This design comes from an exercise in tuning for small area and a short achievable clock period on the open sky130 flow, not from production work. RTL that was checked went through simulation tests only; none was proved equivalent to the original. Power and IR drop assume default switching activity.

Design cfgTop, start of the top module:
module cfgTop
(
  input  logic                    clk,
  input  logic                    rstN,
  input  logic                    psel,
  input  logic                    penable,
  input  logic                    pwrite,
  input  logic [8-1:0]  paddr,
  input  logic [16-1:0]                pwdata,
  output logic [16-1:0]                     prdata,
  output logic                         pready,
  output logic                         pslverr,
  output logic [10-1:0]         filtsUsed,
  output logic [27-1:0]         incrementConstant,
  output logic [27-1:0]         decayConstant,
  output logic [4-1:0]          gensUsed,
  output logic [4-1:0]          gensEn,
  output logic                         reportTags,
  output logic                         pReset,
  output logic                         sReset,
  output logic                         progValid,
  input  logic                    progReady,
  output logic [4-1:0]          progGenIdx,
  output logic [16-1:0]        progPeriod,
  output logic [16-1:0]        progTicks,
  output logic [11-1:0]           progTag,
  output logic [48-1:0]                         currentTime,
  output logic                         unitTick,
  output logic                         hbPulse
);
  logic [32-1:0][16-1:0] regBank;
  logic [16-1:0]                 chunkData;
  logic                     chunkTake;
  logic                     progValidNext;
  logic [16-1:0]                  unitLen;
  logic [48-1:0]                     timeElapsed;
  logic [48-1:0]                     sendHbEvery;
  logic                     resetTime;
  logic [16-1:0]      unitLenNext;
  logic [48-1:0]      hbEveryNext;
  cfgApbSlave u_slave (
    .clk          (clk),
    .rstN         (rstN),
    .psel         (psel),
    .penable      (penable),
    .pwrite       (pwrite),
    .paddr        (paddr),
    .pwdata       (pwdata),
    .prdata       (prdata),
    .pready       (pready),
    .pslverr      (pslverr),
  ...
Size: ~750 flip-flops, roughly 220 I/O pins, about 0.031 mm2 of cells after synthesis.
==> module cfgApbSlave, before the edit <==
module cfgApbSlave
(
  input  logic                       clk,
  input  logic                       rstN,
  input  logic                       psel,
  input  logic                       penable,
  input  logic                       pwrite,
  input  logic [8-1:0]     paddr,
  input  logic [16-1:0]      pwdata,
  output logic [16-1:0]      prdata,
  output logic                       pready,
  output logic                       pslverr,
  output logic [32-1:0][16-1:0] regBank,
  output logic                       chunkTake,
  output logic [16-1:0]      chunkData,
  input  logic                       progValid,
  input  logic                       progValidNext,
  output logic [16-1:0]        unitLenNext,
  output logic [48-1:0]        hbEveryNext
);
  localparam int IdxW = $clog2(32);
  localparam int BankW = 32 * 16;
  localparam logic [BankW-1:0] ResetVals =
      (BankW'(1)     << (1   * 16)) |
      (BankW'(10000) << (7    * 16)) |
      (BankW'(10000) << (11    * 16)) |
      (BankW'(1)     << (15 * 16)) |
      (BankW'(3)     << (16    * 16));
  logic            accState;    
  logic            nextAcc;
  logic            setup;
  logic            regHit;
  logic            progHit;
  logic            errHit;
  logic            rdEn;
  logic            wrQ;
  logic [IdxW-1:0] idxQ;
  logic [16-1:0] wdataQ;    
  logic            progWQ;
  logic            wrUnitQ;     
  logic [2:0]      wrHbQ;       
  logic [32-1:0] holdQ;   
  localparam logic [BankW-1:0] AsyncMask =
      (BankW'(16'h03ff) << (0  * 16)) |
      (BankW'(27'h7ffffff) << (1 * 16)) |
      (BankW'(27'h7ffffff) << (3 * 16)) |
      (BankW'(16'h000f) << (5   * 16)) |
      (BankW'(16'h000f) << (6     * 16)) |
      (BankW'(16'h0001) << (15 * 16)) |
      (BankW'(16'h0003) << (16    * 16)) |
      (BankW'(16'h0001) << (14  * 16)) |
      ResetVals;
  assign regHit  = !paddr[7];
  assign progHit = paddr == 8'h80;
  assign errHit  = paddr[7] && (paddr[6:0] != '0);
  assign setup   = !accState && psel && !penable;
  assign nextAcc = accState ? !(!psel || pready) : (psel && !penable);
  assign rdEn    = setup && !pwrite && regHit;
  function automatic logic [32-1:0] wordSel(input logic [IdxW-1:0] idx);
    logic [3:0] lo;
    logic [7:0] hi;
    for (int j = 0; j < 4; j++) lo[j] = idx[1:0] == 2'(j);
    for (int j = 0; j < 8; j++) hi[j] = idx[4:2] == 3'(j);
    for (int i = 0; i < 32; i++) wordSel[i] = hi[i / 4] && lo[i % 4];
  endfunction
  logic [32-1:0]  rdSel;
  logic [16-1:0] rdData;
  logic [16-1:0] rdReset;   
  logic                  resetDoneQ;   
  always_comb begin
    rdSel  = wordSel(paddr[IdxW+1:2]);
    rdData = '0;
    rdReset = '0;
    for (int i = 0; i < 32; i++) begin
      rdData = rdData | ({16{rdSel[i]}} & regBank[i]);
      rdReset = rdReset | ({16{rdSel[i]}} & ResetVals[i*16 +: 16]);
    end
  end
  always_ff @(posedge clk or negedge rstN) begin
    if (!rstN) begin
      accState <= 1'b0;
      pready   <= 1'b0;
      pslverr  <= 1'b0;
      prdata   <= '0;
      wrQ      <= 1'b0;
      resetDoneQ <= 1'b0;
      progWQ   <= 1'b0;
      wrUnitQ  <= 1'b0;
      wrHbQ    <= '0;
    end else begin
      accState <= nextAcc;
      pready   <= nextAcc && !(pwrite && progHit && progValidNext);
      pslverr  <= setup && errHit;
      prdata   <= (rdData & {16{rdEn && resetDoneQ}}) |
                  (rdReset & {16{rdEn && !resetDoneQ}});
      resetDoneQ <= 1'b1;
      wrQ      <= setup && pwrite && regHit;
      progWQ   <= nextAcc && pwrite && progHit;
      wrUnitQ  <= setup && pwrite && regHit && (paddr[IdxW+1:2] == IdxW'(7));
      for (int k = 0; k < 3; k++) begin
        wrHbQ[k] <= setup && pwrite && regHit &&
                    (paddr[IdxW+1:2] == IdxW'(11 + k));
      end
    end
  end
  always_ff @(posedge clk) begin
    idxQ   <= paddr[IdxW+1:2];
    wdataQ <= pwdata;
  end
  assign chunkTake = progWQ && !progValid;
  assign chunkData = wdataQ;
  logic [32-1:0] wrSel;
  assign wrSel = wordSel(idxQ) & {32{wrQ}};
  function automatic logic [16-1:0] keptWord(input int i);
    keptWord = regBank[i] & (AsyncMask[i*16 +: 16] | {16{holdQ[i]}});
  endfunction
  assign unitLenNext = wrUnitQ ? wdataQ : keptWord(7);
  for (genvar k = 0; k < 3; k++) begin : g_hb
    assign hbEveryNext[k*16 +: 16] =
        wrHbQ[k] ? wdataQ : keptWord(11 + k);
  end
  logic [32-1:0][16-1:0] bankAsync;
  logic [32-1:0][16-1:0] bankSync;
  always_ff @(posedge clk or negedge rstN) begin
    if (!rstN) begin
      bankAsync <= ResetVals;
    end else begin
      for (int i = 0; i < 32; i++) begin
        if (wrSel[i]) bankAsync[i] <= wdataQ;
      end
    end
  end
  always_ff @(posedge clk or negedge rstN) begin
    if (!rstN) begin
      holdQ <= '0;
    end else begin
      holdQ <= ~(wordSel(paddr[IdxW+1:2]) & {32{setup && pwrite && regHit}});
    end
  end
  always_ff @(posedge clk) begin
    for (int i = 0; i < 32; i++) begin
      bankSync[i] <= ({16{wrSel[i]}} & wdataQ) |
                     ({16{holdQ[i]}} & bankSync[i]);
    end
  end
  assign regBank = (bankAsync & AsyncMask) | (bankSync & ~AsyncMask);
endmodule
export LEC_CHECK = 0
export CAP_MARGIN = 20
export CORE_MARGIN = 2
export CORE_UTILIZATION = 55
export SETUP_SLACK_MARGIN = 3.4
export SLEW_MARGIN = 20
create_clock -name core_clock -period 6.0 [get_ports {clk}]
standard.sh (not shown) runs the stock make flow with config.mk's settings and CLKGATE_MAP_FILE= SYNTH_SCRIPT=/design/flow/synth_recipe.tcl, a recipe that flattens the netlist after the stock synthesis.
==> flow/flow/run.sh <==
#!/bin/bash
# Standard layout, with plain buf_2 cells as the port buffers and a clock
# tree without dummy loads. Each tool's output goes to a log of its own here.
set -euo pipefail
export BUFFER_PORTS_ARGS="-buffer_cell sky130_fd_sc_hd__buf_2"
export CTS_ARGS="-sink_clustering_enable -repair_clock_nets -dont_use_dummy_load -sink_clustering_size 20 -sink_clustering_max_diameter 100"
bash standard.sh synth > make_synth.log 2>&1
bash standard.sh > make_layout.log 2>&1
Next try:
--- a/flow/design.v
+++ b/flow/design.v
@@ -64,41 +64,35 @@
     for (int j = 0; j < 4; j++) lo[j] = idx[1:0] == 2'(j);
     for (int j = 0; j < 8; j++) hi[j] = idx[4:2] == 3'(j);
     for (int i = 0; i < 32; i++) wordSel[i] = hi[i / 4] && lo[i % 4];
   endfunction
   logic [32-1:0]  rdSel;
   logic [16-1:0] rdData;
-  logic [16-1:0] rdReset;   
-  logic                  resetDoneQ;   
   always_comb begin
     rdSel  = wordSel(paddr[IdxW+1:2]);
     rdData = '0;
-    rdReset = '0;
     for (int i = 0; i < 32; i++) begin
-      rdData = rdData | ({16{rdSel[i]}} & regBank[i]);
-      rdReset = rdReset | ({16{rdSel[i]}} & ResetVals[i*16 +: 16]);
+      rdData = rdData | ({16{rdSel[i]}} & regBank[i] & AsyncMask[i*16 +: 16]) |
+                        ({16{rdSel[i] && holdQ[i]}} & regBank[i] & ~AsyncMask[i*16 +: 16]);
     end
   end
   always_ff @(posedge clk or negedge rstN) begin
     if (!rstN) begin
       accState <= 1'b0;
       pready   <= 1'b0;
       pslverr  <= 1'b0;
       prdata   <= '0;
       wrQ      <= 1'b0;
-      resetDoneQ <= 1'b0;
       progWQ   <= 1'b0;
       wrUnitQ  <= 1'b0;
       wrHbQ    <= '0;
     end else begin
       accState <= nextAcc;
       pready   <= nextAcc && !(pwrite && progHit && progValidNext);
       pslverr  <= setup && errHit;
-      prdata   <= (rdData & {16{rdEn && resetDoneQ}}) |
-                  (rdReset & {16{rdEn && !resetDoneQ}});
-      resetDoneQ <= 1'b1;
+      prdata   <= rdData & {16{rdEn}};
       wrQ      <= setup && pwrite && regHit;
       progWQ   <= nextAcc && pwrite && progHit;
       wrUnitQ  <= setup && pwrite && regHit && (paddr[IdxW+1:2] == IdxW'(7));
       for (int k = 0; k < 3; k++) begin
         wrHbQ[k] <= setup && pwrite && regHit &&
                     (paddr[IdxW+1:2] == IdxW'(11 + k));
=> The new run finished clean. Non-clock buffer count fell by 15. Power fell by about 1.2%. Synthesized area rose by about 2.3%. Setup slack gains 0.032 ns. Flip-flop and latch count fell by 1. Critical path depth fell by 4. Cell area rose by about 1.4%.

========
Another version of the RTL of cfgTop (not shown whole).
For scale: ~2,600 cells after synthesis, roughly 720 flip-flops, about 32,000 µm² of cells after synthesis.
==> module cfgApbSlave, before the edit <==
module cfgApbSlave
(
  input  logic                       clk,
  input  logic                       rstN,
  input  logic                       psel,
  input  logic                       penable,
  input  logic                       pwrite,
  input  logic [8-1:0]     paddr,
  input  logic [16-1:0]      pwdata,
  output logic [16-1:0]      prdata,
  output logic                       pready,
  output logic                       pslverr,
  output logic [32-1:0][16-1:0] regBank,
  output logic                       chunkTake,
  output logic [16-1:0]      chunkData,
  input  logic                       progValid,
  input  logic                       progValidNext,
  output logic [16-1:0]        unitLenNext,
  output logic [48-1:0]        hbEveryNext
);
  localparam int IdxW = $clog2(32);
  localparam int BankW = 32 * 16;
  localparam logic [BankW-1:0] ResetVals =
      (BankW'(1)     << (1   * 16)) |
      (BankW'(10000) << (7    * 16)) |
      (BankW'(10000) << (11    * 16)) |
      (BankW'(1)     << (15 * 16)) |
      (BankW'(3)     << (16    * 16));
  logic            accState;    
  logic            nextAcc;
  logic            setup;
  logic            regHit;
  logic            progHit;
  logic            errHit;
  logic            rdEn;
  logic            wrQ;
  logic [IdxW-1:0] idxQ;
  logic [16-1:0] wdataQ;    
  logic            progWQ;
  logic            wrUnitQ;     
  logic [2:0]      wrHbQ;       
  assign regHit  = !paddr[7];
  assign progHit = paddr == 8'h80;
  assign errHit  = paddr[7] && (paddr[6:0] != '0);
  assign setup   = !accState && psel && !penable;
  assign nextAcc = accState ? !(!psel || pready) : (psel && !penable);
  assign rdEn    = setup && !pwrite && regHit;
  function automatic logic [32-1:0] wordSel(input logic [IdxW-1:0] idx);
    logic [3:0] lo;
    logic [7:0] hi;
    for (int j = 0; j < 4; j++) lo[j] = idx[1:0] == 2'(j);
    for (int j = 0; j < 8; j++) hi[j] = idx[4:2] == 3'(j);
    for (int i = 0; i < 32; i++) wordSel[i] = hi[i / 4] && lo[i % 4];
  endfunction
  logic [32-1:0]  rdSel;
  logic [16-1:0] rdData;
  always_comb begin
    rdSel  = wordSel(paddr[IdxW+1:2]);
    rdData = '0;
    for (int i = 0; i < 32; i++) begin
      rdData = rdData | ({16{rdSel[i]}} & regBank[i]);
    end
  end
  always_ff @(posedge clk or negedge rstN) begin
    if (!rstN) begin
      accState <= 1'b0;
      pready   <= 1'b0;
      pslverr  <= 1'b0;
      prdata   <= '0;
      wrQ      <= 1'b0;
      progWQ   <= 1'b0;
      wrUnitQ  <= 1'b0;
      wrHbQ    <= '0;
    end else begin
      accState <= nextAcc;
      pready   <= nextAcc && !(pwrite && progHit && progValidNext);
      pslverr  <= setup && errHit;
      prdata   <= rdData & {16{rdEn}};
      wrQ      <= setup && pwrite && regHit;
      progWQ   <= nextAcc && pwrite && progHit;
      wrUnitQ  <= setup && pwrite && regHit && (paddr[IdxW+1:2] == IdxW'(7));
      for (int k = 0; k < 3; k++) begin
        wrHbQ[k] <= setup && pwrite && regHit &&
                    (paddr[IdxW+1:2] == IdxW'(11 + k));
      end
    end
  end
  always_ff @(posedge clk) begin
    idxQ   <= paddr[IdxW+1:2];
    wdataQ <= pwdata;
  end
  assign chunkTake = progWQ && !progValid;
  assign chunkData = wdataQ;
  logic [32-1:0] wrSel;
  assign wrSel = wordSel(idxQ) & {32{wrQ}};
  assign unitLenNext = wrUnitQ ? wdataQ : regBank[7];
  for (genvar k = 0; k < 3; k++) begin : g_hb
    assign hbEveryNext[k*16 +: 16] =
        wrHbQ[k] ? wdataQ : regBank[11 + k];
  end
  always_ff @(posedge clk or negedge rstN) begin
    if (!rstN) begin
      regBank <= ResetVals;
    end else begin
      for (int i = 0; i < 32; i++) begin
        if (wrSel[i]) regBank[i] <= wdataQ;
      end
    end
  end
endmodule
==> flow/config.mk <==
export PLATFORM = sky130hd
export DESIGN_NAME = cfgTop
export DESIGN_NICKNAME = cfgTop
export VERILOG_FILES = /design/flow/design.v
export SDC_FILE = /design/flow/constraint.sdc
export NUM_CORES = 4
export LEC_CHECK = 0
export CAP_MARGIN = 20
export CORE_MARGIN = 2
export CORE_UTILIZATION = 60
export SETUP_SLACK_MARGIN = 3.5
export SLEW_MARGIN = 20
==> flow/constraint.sdc <==
create_clock -name core_clock -period 6.0 [get_ports {clk}]
set_input_delay 1.2000 -clock core_clock [delete_from_list [all_inputs] [get_ports {clk}]]
set_output_delay 1.2000 -clock core_clock [all_outputs]
set_load 0.01 [all_outputs]
==> flow/flow/run.sh <==
#!/bin/bash
# Standard layout, with plain buf_2 cells as the port buffers and a clock
# tree without dummy loads. Each tool's output goes to a log of its own here.
set -euo pipefail
export BUFFER_PORTS_ARGS="-buffer_cell sky130_fd_sc_hd__buf_2"
export CTS_ARGS="-sink_clustering_enable -repair_clock_nets -dont_use_dummy_load"
bash standard.sh synth > make_synth.log 2>&1
bash standard.sh > make_layout.log 2>&1
Next try:
--- a/flow/design.v
+++ b/flow/design.v
@@ -36,9 +36,8 @@
   logic            errHit;
   logic            rdEn;
   logic            wrQ;
   logic [IdxW-1:0] idxQ;
-  logic [16-1:0] wdataQ;    
   logic            progWQ;
   logic            wrUnitQ;     
   logic [2:0]      wrHbQ;       
   assign regHit  = !paddr[7];
@@ -87,26 +86,25 @@
       end
     end
   end
   always_ff @(posedge clk) begin
-    idxQ   <= paddr[IdxW+1:2];
-    wdataQ <= pwdata;
+    idxQ <= paddr[IdxW+1:2];
   end
   assign chunkTake = progWQ && !progValid;
-  assign chunkData = wdataQ;
+  assign chunkData = pwdata;
   logic [32-1:0] wrSel;
   assign wrSel = wordSel(idxQ) & {32{wrQ}};
-  assign unitLenNext = wrUnitQ ? wdataQ : regBank[7];
+  assign unitLenNext = wrUnitQ ? pwdata : regBank[7];
   for (genvar k = 0; k < 3; k++) begin : g_hb
     assign hbEveryNext[k*16 +: 16] =
-        wrHbQ[k] ? wdataQ : regBank[11 + k];
+        wrHbQ[k] ? pwdata : regBank[11 + k];
   end
   always_ff @(posedge clk or negedge rstN) begin
     if (!rstN) begin
       regBank <= ResetVals;
     end else begin
       for (int i = 0; i < 32; i++) begin
-        if (wrSel[i]) regBank[i] <= wdataQ;
+        if (wrSel[i]) regBank[i] <= pwdata;
       end
     end
   end
 endmodule
Core utilization is higher by 1.2 points.
Clock power came out lower by about 1%.
Synthesized cell count fell by 0.69%.
Area after synthesis is about the same.
Register-to-register slack improves by 0.28 ns.
Wire length rises by 2.5%.
Global-route usage grows by 0.75 points.
Sequential share of layout area falls by 1.7 points.
Clock-buffer cell count is lower by 1.
Worst setup slack gains 0.28 ns.
No functional check of the RTL was part of the first run of this note.

[port drivers added, routing unchanged]
The flow's constraints put no driver on any port. The routed layouts listed below were extracted and timed again, unchanged, in two steps.
Step 1 (the two cells are an assumption about what drives the block):
set clk [get_ports {clk}]
set_driving_cell -lib_cell sky130_fd_sc_hd__clkbuf_16 $clk
set_driving_cell -lib_cell sky130_fd_sc_hd__buf_2 [delete_from_list [all_inputs] $clk]
Step 2 times the ports against the registers' clock, not the clock port: input delays grow and output delays shrink by t, the midpoint of the rising clock arrivals with the driver on.
Slacks: ideal / step 1 / step 2; pairs: ideal / step 1.
run	t, ns	setup slack, ns	pins driven straight from the clock port
the first run of note 1	0.676	3.254 / 3.226 / 2.550	1
the second run of note 1	0.670	3.286 / 3.278 / 2.608	1
the first run of note 2	0.657	3.098 / 3.098 / 2.862	1
the second run of note 2	0.668	3.378 / 3.378 / 2.735	1
After both steps every run listed still meets setup and hold. The setup slack of the first run of note 1, which loses most, moves by -0.028 ns with the drivers and by -0.704 ns with both steps.
